Source: an optimization exercise on an open RTL-to-GDS flow (aim: small area and few clock cycles). Production flows keep margins and buffers that such runs may drop.
Only simulation tests tie the RTL to the original design; equivalence was not proved.
Power and IR drop assume default switching activity.

==> flow/design.v <==
package cdf_pkg;
  localparam int FRAME_W = 16;
  localparam int COEF_W  = 5;
  localparam int CEP_W   = 16;
  localparam int DELTA_W = 17;
  localparam int CFG_W   = 6;
  localparam logic [CFG_W-1:0] COEF_COUNT_RESET = 6'd13;
endpackage
module cepstral_delta_features_unit (
  input  logic                                clk,
  input  logic                                rst_n,
  input  logic                                push,
  output logic                                full,
  input  logic signed [cdf_pkg::CEP_W-1:0]    in_cep_value,
  input  logic                                in_final_frame,
  output logic                                empty,
  input  logic                                pop,
  output logic [cdf_pkg::FRAME_W-1:0]         out_frame_index,
  output logic [cdf_pkg::COEF_W-1:0]          out_coef_index,
  output logic signed [cdf_pkg::CEP_W-1:0]    out_cep_out,
  output logic signed [cdf_pkg::DELTA_W-1:0]  out_delta_out,
  output logic                                out_utterance_end,
  output logic                                out_short_error,
  input  logic                                cfg_wr_en,
  input  logic [cdf_pkg::CFG_W-1:0]           cfg_wr_data
);
  localparam int ROWS = 32;
  localparam int W    = cdf_pkg::CEP_W;
  logic [cdf_pkg::COEF_W-1:0]  nm1_r;     
  logic                        hv_r;      
  logic [2:0]                  b_r;       
  logic [W-1:0]                v_r;       
  logic [W-1:0]                y_r;       
  logic                        fin_r;
  logic                        last_r;
  logic                        hh_r;      
  logic [cdf_pkg::FRAME_W-1:0] o_frame;   
  logic [cdf_pkg::COEF_W-1:0]  o_coef;    
  logic                        o_valid;
  logic [2:0]                  o_b;       
  logic [cdf_pkg::DELTA_W-1:0] o_delta;
  logic                        o_uend;
  logic                        o_serr;
  logic [ROWS-1:0][4*W-1:0]    hist_r;
  logic       out_ready, accept, load_next;
  logic       short_c, last_c, has_res, odd_first, h_done, hh_c;
  logic [2:0] first_b;
  logic [cdf_pkg::COEF_W-1:0]  c_c;
  logic [cdf_pkg::FRAME_W-1:0] f_c;
  logic [W-1:0] s2, s4;
  assign out_ready = !o_valid || pop;
  assign full      = hv_r || !out_ready;
  assign accept    = push && !full;
  assign load_next = hv_r && out_ready;
  assign empty     = !o_valid;
  always_comb begin
    c_c  = o_coef;
    f_c  = o_frame;
    hh_c = hh_r;
    if (last_r) begin
      c_c = '0;
      if (fin_r) begin
        f_c  = '0;
        hh_c = 1'b0;
      end else begin
        f_c  = o_frame + 16'd1;
        hh_c = hh_r || o_frame[2];
      end
    end else begin
      c_c = o_coef + 5'd1;
    end
  end
  assign last_c    = c_c >= nm1_r;
  assign short_c   = !hh_c && !f_c[2];
  assign has_res   = !(short_c && !in_final_frame);
  assign first_b   = hh_c ? 3'd2 : f_c[2:0];
  assign odd_first = first_b[0];
  assign h_done    = (b_r == {1'b0, !fin_r, 1'b0});
  always_ff @(posedge clk) begin
    if (!rst_n) begin
      nm1_r   <= 5'(cdf_pkg::COEF_COUNT_RESET - 1);
      hv_r    <= 1'b0;
      o_valid <= 1'b0;
      fin_r   <= 1'b1;
      last_r  <= 1'b1;
    end else begin
      if (cfg_wr_en) begin
        if (cfg_wr_data == '0)        nm1_r <= '0;
        else if (cfg_wr_data > 6'd32) nm1_r <= 5'd31;
        else                          nm1_r <= 5'(cfg_wr_data - 6'd1);
      end
      if (accept) begin
        hv_r   <= has_res && (odd_first || first_b != {1'b0, !in_final_frame, 1'b0});
        fin_r  <= in_final_frame;
        last_r <= last_c;
      end else if (load_next) begin
        hv_r   <= !h_done;
      end
      if ((accept && has_res && !odd_first) || load_next) o_valid <= 1'b1;
      else if (pop) o_valid <= 1'b0;
    end
  end
  always_ff @(posedge clk) begin
    if (accept) begin
      hh_r    <= hh_c;
      o_frame <= f_c;
      o_coef  <= c_c;
    end
    if (accept && has_res) begin
      v_r     <= in_cep_value;
      y_r     <= s2;
      b_r     <= odd_first ? first_b : first_b - 3'd1;
      o_b     <= first_b;
      o_delta <= short_c ? '0 : ($signed({in_cep_value[W-1], in_cep_value}) - $signed({s4[W-1], s4}));
      o_uend  <= in_final_frame && last_c && first_b == 3'd0;
      o_serr  <= short_c;
    end else if (load_next) begin
      b_r     <= b_r - 3'd1;
      o_b     <= b_r;
      o_uend  <= fin_r && last_r && h_done;
    end
  end
  logic [cdf_pkg::COEF_W-1:0] oc_n, nc_n, addr_n;
  logic                       hv_n, last_n;
  logic [ROWS-1:0]            sel_r, wsel;
  always_comb begin
    oc_n   = o_coef;
    last_n = last_r;
    hv_n   = hv_r;
    if (accept) begin
      oc_n   = c_c;
      last_n = last_c;
      hv_n   = has_res && (odd_first || first_b != {1'b0, !in_final_frame, 1'b0});
    end else if (load_next) begin
      hv_n   = !h_done;
    end
    if (!rst_n) begin
      last_n = 1'b1;
      hv_n   = 1'b0;
    end
    nc_n   = last_n ? '0 : oc_n + 5'd1;
    addr_n = hv_n ? oc_n : nc_n;
  end
  always_ff @(posedge clk) begin
    sel_r         <= '0;
    sel_r[addr_n] <= 1'b1;
  end
  always_comb begin
    wsel = '0;
    wsel[hv_r ? o_coef : c_c] = 1'b1;
  end
  logic          late, shift;
  logic [W-1:0]  s1_in;
  assign late  = load_next && o_b[2];
  assign shift = (accept && !(has_res && first_b[2])) || late;
  assign s1_in = late ? v_r : in_cep_value;
  always_comb begin
    s2 = '0;
    s4 = '0;
    for (int i = 0; i < ROWS; i++) begin
      s2 = s2 | ({W{sel_r[i]}} & hist_r[i][2*W-1:W]);
      s4 = s4 | ({W{sel_r[i]}} & hist_r[i][4*W-1:3*W]);
    end
  end
  for (genvar i = 0; i < ROWS; i++) begin : g_row
    always_ff @(posedge clk) begin
      if (shift && wsel[i]) hist_r[i] <= {hist_r[i][3*W-1:0], s1_in};
    end
  end
  assign out_frame_index   = o_frame - {13'd0, o_b};
  assign out_coef_index    = o_coef;
  always_comb begin
    case (o_b)
      3'd0:    out_cep_out = v_r;
      3'd1:    out_cep_out = s2;
      3'd2:    out_cep_out = y_r;
      default: out_cep_out = s4;
    endcase
  end
  assign out_delta_out     = o_delta;
  assign out_utterance_end = o_uend;
  assign out_short_error   = o_serr;
endmodule
export LEC_CHECK = 0
export CAP_MARGIN = 20
export CORE_MARGIN = 2
export CORE_UTILIZATION = 65
export CTS_CLUSTER_DIAMETER = 100
export CTS_CLUSTER_SIZE = 28
export SETUP_SLACK_MARGIN = 0.2
export SLEW_MARGIN = 20
create_clock -name core_clock -period 5.0 [get_ports {clk}]
run.sh (not shown) runs the stock make flow with config.mk's settings and CLKGATE_MAP_FILE= SYNTH_SCRIPT=/design/flow/synth_recipe.tcl, a recipe that flattens the netlist after the stock synthesis.
Testbench counts at the start, summed over its fixed seeds: cycles 29,435.
Edit:
--- a/flow/design.v
+++ b/flow/design.v
@@ -25,13 +25,12 @@
   input  logic [cdf_pkg::CFG_W-1:0]           cfg_wr_data
 );
   localparam int ROWS = 32;
   localparam int W    = cdf_pkg::CEP_W;
   logic [cdf_pkg::COEF_W-1:0]  nm1_r;     
   logic                        hv_r;      
-  logic [2:0]                  b_r;       
   logic [W-1:0]                v_r;       
   logic [W-1:0]                y_r;       
   logic                        fin_r;
   logic                        last_r;
   logic                        hh_r;      
   logic [cdf_pkg::FRAME_W-1:0] o_frame;   
@@ -72,13 +71,15 @@
   end
   assign last_c    = c_c >= nm1_r;
   assign short_c   = !hh_c && !f_c[2];
   assign has_res   = !(short_c && !in_final_frame);
   assign first_b   = hh_c ? 3'd2 : f_c[2:0];
   assign odd_first = first_b[0];
-  assign h_done    = (b_r == {1'b0, !fin_r, 1'b0});
+  logic [2:0] b_nx;
+  assign b_nx      = o_valid ? o_b - 3'd1 : o_b;
+  assign h_done    = (b_nx == {1'b0, !fin_r, 1'b0});
   always_ff @(posedge clk) begin
     if (!rst_n) begin
       nm1_r   <= 5'(cdf_pkg::COEF_COUNT_RESET - 1);
       hv_r    <= 1'b0;
       o_valid <= 1'b0;
       fin_r   <= 1'b1;
@@ -106,26 +107,24 @@
       o_frame <= f_c;
       o_coef  <= c_c;
     end
     if (accept && has_res) begin
       v_r     <= in_cep_value;
       y_r     <= s2;
-      b_r     <= odd_first ? first_b : first_b - 3'd1;
       o_b     <= first_b;
       o_delta <= short_c ? '0 : ($signed({in_cep_value[W-1], in_cep_value}) - $signed({s4[W-1], s4}));
       o_uend  <= in_final_frame && last_c && first_b == 3'd0;
       o_serr  <= short_c;
     end else if (load_next) begin
-      b_r     <= b_r - 3'd1;
-      o_b     <= b_r;
+      o_b     <= b_nx;
       o_uend  <= fin_r && last_r && h_done;
     end
   end
   logic [cdf_pkg::COEF_W-1:0] oc_n, nc_n, addr_n;
   logic                       hv_n, last_n;
-  logic [ROWS-1:0]            sel_r, wsel;
+  logic [ROWS-1:0]            sel_r;
   always_comb begin
     oc_n   = o_coef;
     last_n = last_r;
     hv_n   = hv_r;
     if (accept) begin
       oc_n   = c_c;
@@ -142,16 +141,12 @@
     addr_n = hv_n ? oc_n : nc_n;
   end
   always_ff @(posedge clk) begin
     sel_r         <= '0;
     sel_r[addr_n] <= 1'b1;
   end
-  always_comb begin
-    wsel = '0;
-    wsel[hv_r ? o_coef : c_c] = 1'b1;
-  end
   logic          late, shift;
   logic [W-1:0]  s1_in;
   assign late  = load_next && o_b[2];
   assign shift = (accept && !(has_res && first_b[2])) || late;
   assign s1_in = late ? v_r : in_cep_value;
   always_comb begin
@@ -161,13 +156,13 @@
       s2 = s2 | ({W{sel_r[i]}} & hist_r[i][2*W-1:W]);
       s4 = s4 | ({W{sel_r[i]}} & hist_r[i][4*W-1:3*W]);
     end
   end
   for (genvar i = 0; i < ROWS; i++) begin : g_row
     always_ff @(posedge clk) begin
-      if (shift && wsel[i]) hist_r[i] <= {hist_r[i][3*W-1:0], s1_in};
+      if (shift && sel_r[i]) hist_r[i] <= {hist_r[i][3*W-1:0], s1_in};
     end
   end
   assign out_frame_index   = o_frame - {13'd0, o_b};
   assign out_coef_index    = o_coef;
   always_comb begin
     case (o_b)
Final cell count falls by 1.1%.
Maximum frequency rises by 0.90%.
Power stays flat.
Non-clock buffer count rises by 28.
Wire length barely changes.
Sequential power is about the same.
Global-route usage hardly moves.
Register-to-register slack is about the same.
Synthesized cell count falls by 2.5%.
Testbench counts after the change, summed over its fixed seeds: cycles 29,435.

==> afterwards: timing with drivers on the ports <==
Ports are ideal in the flow. The routed layouts listed here were re-timed in OpenROAD.
Step 1 assumes that a clkbuf_16 drives the clock port and a buf_2 every other input.
Step 2 also shifts input and output timing later by t, the mid clock arrival at the registers, as if the neighbouring blocks saw the same clock.
a / b / c = ideal ports / drivers / drivers and shift; a / b = the first two.
| run | shift t [ns] | slack for setup (ns) | pins driven straight from the clock port |
|---|---|---|---|
| the first run | 0.791 | 0.202 / 0.120 / 0.206 | 1 |
| the second run | 0.800 | 0.245 / 0.161 / -0.129 | 1 |
With both steps, setup timing fails in the second run, where it was met with ideal ports. For the second run, which loses most, drivers alone change the setup slack by -0.084 ns; drivers and shift together by -0.374 ns.
